From an optimization exercise on the open Yosys and OpenROAD flow, aimed at small area; shortcuts taken in it are not production practice. RTL that was checked went through simulation tests only; none was proved equivalent to the original. Power figures rest on the tool's default switching activity, not on a simulated workload.

==> inputs of 02-16 <==
// additive_layer_pixel_blend_unit
module additive_layer_pixel_blend_unit #(
  parameter int MAX_LAYERS = 4
) (
  input  logic                               clk,
  input  logic                               rst,
  input  logic                               start,
  output logic                               busy,
  input  logic [7:0]                         bg_red,
  input  logic [7:0]                         bg_green,
  input  logic [7:0]                         bg_blue,
  input  logic [7:0]                         layer0_level,
  input  logic [7:0]                         layer1_level,
  input  logic [7:0]                         layer2_level,
  input  logic [7:0]                         layer3_level,
  output logic                               done,
  output logic [7:0]                         out_red,
  output logic [7:0]                         out_green,
  output logic [7:0]                         out_blue,
  input  logic                               cfg_valid,
  output logic                               cfg_ready,
  input  logic [alpb_pkg::CFG_INDEX_W-1:0]   cfg_index,
  input  logic [alpb_pkg::CFG_DATA_W-1:0]    cfg_data
);
clock: 5.5 ns
lec_check: 0
abc_area: 1
cap_margin: 20
core_margin: 2
core_utilization: 40
gpl_timing_driven: 0
slew_margin: 20
run.sh (not shown) runs the stock make flow with config.mk's settings and CLKGATE_MAP_FILE= SYNTH_SCRIPT=/design/flow/synth_recipe.tcl, a recipe that flattens the netlist after the stock synthesis.
==> inputs of 11-18, as changes to 02-16 <==
Settings changed: GPL_TIMING_DRIVEN 0 to unset.
==> inputs of 06-22, as changes to 02-16 <==
--- a/flow/design.v
+++ b/flow/design.v
@@ -101,22 +101,145 @@
   wire s64 = ~(~pp34 ^ c47 ^ s48);
   wire c65 = ~((~pp34 & ~c47) | (~pp34 & ~s48) | (~c47 & ~s48));
   wire s66 = ~(~pp35 ^ c49 ^ s50);
   wire c67 = ~((~pp35 & ~c49) | (~pp35 & ~s50) | (~c49 & ~s50));
   wire s68 = ~(~pp28 ^ pp36 ^ c51);
   wire c69 = ~((~pp28 & ~pp36) | (~pp28 & ~c51) | (~pp36 & ~c51));
   wire s70 = ~(~pp29 ^ pp37);
   wire c71 = ~(~pp29 | ~pp37);
-  wire [15:0] va72 = {pp39, pp38, c69, c67, c65, c63, c61, c59, c57, c55, c53, pp20, pp3, pp2, pp1, pp0};
-  wire [15:0] vb73 = {1'b0, c71, s70, s68, s66, s64, s62, s60, s58, s56, s54, s52, pp11, pp10, 1'b0, 1'b0};
-  wire [15:0] vs74 = va72 + vb73;
-  assign hi = {vs74[15], vs74[14], vs74[13], vs74[12], vs74[11], vs74[10], vs74[9], vs74[8]};
-  wire [8:0] cmpv = {1'b0, {vs74[15], vs74[14], vs74[13], vs74[12], vs74[11], vs74[10], vs74[9], vs74[8]}} + {1'b0, {vs74[7], vs74[6], vs74[5], vs74[4], vs74[3], vs74[2], vs74[1], vs74[0]}} + 9'd1;
-  assign cy = cmpv[8];
+  wire s72 = ~(~pp2 ^ pp10);
+  wire c73 = ~(~pp2 | ~pp10);
+  wire s74 = ~(~pp3 ^ pp11);
+  wire c75 = ~(~pp3 | ~pp11);
+  wire s76 = ~(~pp20 ^ s52);
+  wire c77 = ~(~pp20 | ~s52);
+  wire s78 = ~(~c53 ^ s54);
+  wire c79 = ~(~c53 | ~s54);
+  wire s80 = ~(~c55 ^ s56);
+  wire c81 = ~(~c55 | ~s56);
+  wire s82 = ~(~c57 ^ s58);
+  wire c83 = ~(~c57 | ~s58);
+  wire s84 = ~(~c59 ^ s60);
+  wire c85 = ~(~c59 | ~s60);
+  wire s86 = ~(~c61 ^ s62);
+  wire c87 = ~(~c61 | ~s62);
+  wire s88 = ~(~c63 ^ s64);
+  wire c89 = ~(~c63 | ~s64);
+  wire s90 = ~(~c65 ^ s66);
+  wire c91 = ~(~c65 | ~s66);
+  wire s92 = ~(~c67 ^ s68);
+  wire c93 = ~(~c67 | ~s68);
+  wire s94 = ~(~c69 ^ s70);
+  wire c95 = ~(~c69 | ~s70);
+  wire s96 = ~(~pp38 ^ c71);
+  wire c97 = ~(~pp38 | ~c71);
+  wire p98 = pp1 & pp0;
+  wire g99 = c75 | (s74 & c73);
+  wire p100 = s74 & s72;
+  wire g101 = c79 | (s78 & c77);
+  wire p102 = s78 & s76;
+  wire g103 = c83 | (s82 & c81);
+  wire p104 = s82 & s80;
+  wire g105 = c87 | (s86 & c85);
+  wire p106 = s86 & s84;
+  wire g107 = c91 | (s90 & c89);
+  wire p108 = s90 & s88;
+  wire g109 = c95 | (s94 & c93);
+  wire p110 = s94 & s92;
+  wire g111 = pp39 & c97;
+  wire p112 = pp39 & s96;
+  wire p113 = p100 & p98;
+  wire g114 = g103 | (p104 & g101);
+  wire p115 = p104 & p102;
+  wire g116 = g107 | (p108 & g105);
+  wire p117 = p108 & p106;
+  wire g118 = g111 | (p112 & g109);
+  wire p119 = p112 & p110;
+  wire g120 = g114 | (p115 & g99);
+  wire p121 = p115 & p113;
+  wire g122 = g118 | (p119 & g116);
+  wire p123 = p119 & p117;
+  wire g124 = g122 | (p123 & g120);
+  wire p125 = p123 & p121;
+  wire g126 = g116 | (p117 & g120);
+  wire p127 = p117 & p121;
+  wire g128 = g101 | (p102 & g99);
+  wire p129 = p102 & p113;
+  wire g130 = g105 | (p106 & g120);
+  wire p131 = p106 & p121;
+  wire g132 = g109 | (p110 & g126);
+  wire p133 = p110 & p127;
+  wire p134 = s72 & p98;
+  wire g135 = c77 | (s76 & g99);
+  wire p136 = s76 & p113;
+  wire g137 = c81 | (s80 & g128);
+  wire p138 = s80 & p129;
+  wire g139 = c85 | (s84 & g120);
+  wire p140 = s84 & p121;
+  wire g141 = c89 | (s88 & g130);
+  wire p142 = s88 & p131;
+  wire g143 = c93 | (s92 & g126);
+  wire p144 = s92 & p127;
+  wire g145 = c97 | (s96 & g132);
+  wire p146 = s96 & p133;
+  wire x147 = s74 ^ c73;
+  wire x148 = s76 ^ g99;
+  wire x149 = s78 ^ g135;
+  wire x150 = s80 ^ g128;
+  wire x151 = s82 ^ g137;
+  wire x152 = s84 ^ g120;
+  wire x153 = s86 ^ g139;
+  wire x154 = s88 ^ g130;
+  wire x155 = s90 ^ g141;
+  wire x156 = s92 ^ g126;
+  wire x157 = s94 ^ g143;
+  wire x158 = s96 ^ g132;
+  wire x159 = pp39 ^ g145;
+  wire q160 = x152 & pp0;
+  wire q161 = x152 | pp0;
+  wire q162 = x153 & pp1;
+  wire q163 = x153 | pp1;
+  wire q164 = x154 & s72;
+  wire q165 = x154 | s72;
+  wire q166 = x155 & x147;
+  wire q167 = x155 | x147;
+  wire q168 = x156 & x148;
+  wire q169 = x156 | x148;
+  wire q170 = x157 & x149;
+  wire q171 = x157 | x149;
+  wire q172 = x158 & x150;
+  wire q173 = x158 | x150;
+  wire q174 = x159 & x151;
+  wire q175 = x159 | x151;
+  wire q176 = q160 | q161;
+  wire g177 = q162 | (q163 & q176);
+  wire p178 = q163 & q161;
+  wire g179 = q166 | (q167 & q164);
+  wire p180 = q167 & q165;
+  wire g181 = q170 | (q171 & q168);
+  wire p182 = q171 & q169;
+  wire g183 = q174 | (q175 & q172);
+  wire p184 = q175 & q173;
+  wire g185 = g179 | (p180 & g177);
+  wire p186 = p180 & p178;
+  wire g187 = g183 | (p184 & g181);
+  wire p188 = p184 & p182;
+  wire g189 = g187 | (p188 & g185);
+  wire p190 = p188 & p186;
+  wire g191 = g181 | (p182 & g185);
+  wire p192 = p182 & p186;
+  wire g193 = q164 | (q165 & g177);
+  wire p194 = q165 & p178;
+  wire g195 = q168 | (q169 & g185);
+  wire p196 = q169 & p186;
+  wire g197 = q172 | (q173 & g191);
+  wire p198 = q173 & p192;
+  assign hi = {x159, x158, x157, x156, x155, x154, x153, x152};
+  assign cy = g189;
 endmodule
 `timescale 1ns / 1ps
 module alpb_merge (
   input  logic [7:0]  bg,
   input  logic [31:0] hi,
   input  logic [3:0]  cy,
   output logic [7:0]  pix
 );
Settings changed: CORE_UTILIZATION 40 to 50, CTS_BUF_LIST set to sky130_fd_sc_hd__clkbuf_4.
==> summary.md <==
The most critical setup path has its startpoint at lvl[17]. In this run the critical register-to-register path is launched from lvl[17]. The cell chosen for the clock root was sky130_fd_sc_hd__clkbuf_4. For the core box area, the log shows 63000 sq um.

The total global-route track usage is 31.9%, and the sequential power is 2.55 mW. The mean instance size in the synthesized netlist works out to 8.17 sq um. The flow ran to the end and the layout has no timing, DRC or antenna violations. For the clock share of power, the log shows 38.4%.
# the run above: 06-22

==> summary.md <==
The run finished with no timing, DRC or antenna violations. The region available for standard cell placement spans 79300 sq um. The tools report the origin of the worst setup path as lvl[9]. Power attributed to sequential cells is 2.55 mW. The average instance in the mapped netlist occupies 8.14 sq um.
# the run above: 02-16

==> summary.md <==
A synthesized cell averages 8.14 sq um. The most critical setup path has its startpoint at cy_q[5]. The non-clock buffering overhead in the final layout is 5.27%.

The clock share of power is 45.1%. The flow ran to the end and the layout has no timing, DRC or antenna violations. Power attributed to sequential cells is 2.54 mW. The total global-route track usage came out at 23.8%. The leading cell category by total area is multi-input combinational cells. The tree is rooted in a sky130_fd_sc_hd__clkbuf_16. Core box area: 79300 sq um. The beginning of the worst register-to-register path was cy_q[5].
# the run above: 11-18

The RTL of 06-22 was laid out without a check of its function.

==> port drivers added, routing unchanged <==
In the flow no input, the clock included, has a driving cell. The finished layouts below were timed again as built, in two steps. Step 1, drivers: a clkbuf_16 drives clk and a buf_2 each remaining input, both assumed. Step 2 adds t to the input delays and takes it off the output delays; t is the mean of the earliest and latest rising clock arrival at the registers after step 1. Input paths then give back, and output paths get back, about the clock's delay inside the block. Slacks: ideal / step 1 / step 2; pairs: ideal / step 1.
| run | t, ns | setup WS [ns] | worst setup path after step 2 | worst slew at a driven data input, ns |
|---|---|---|---|---|
| 02-16 | 0.655 | 0.218 / 0.218 / 0.218 | register to register | 0.15 |
| 11-18 | 0.653 | 0.282 / 0.282 / 0.282 | register to register | 0.16 |
| 06-22 | 0.893 | 0.155 / 0.155 / 0.155 | register to register | 0.07 |
After both steps every run listed still meets setup and hold.
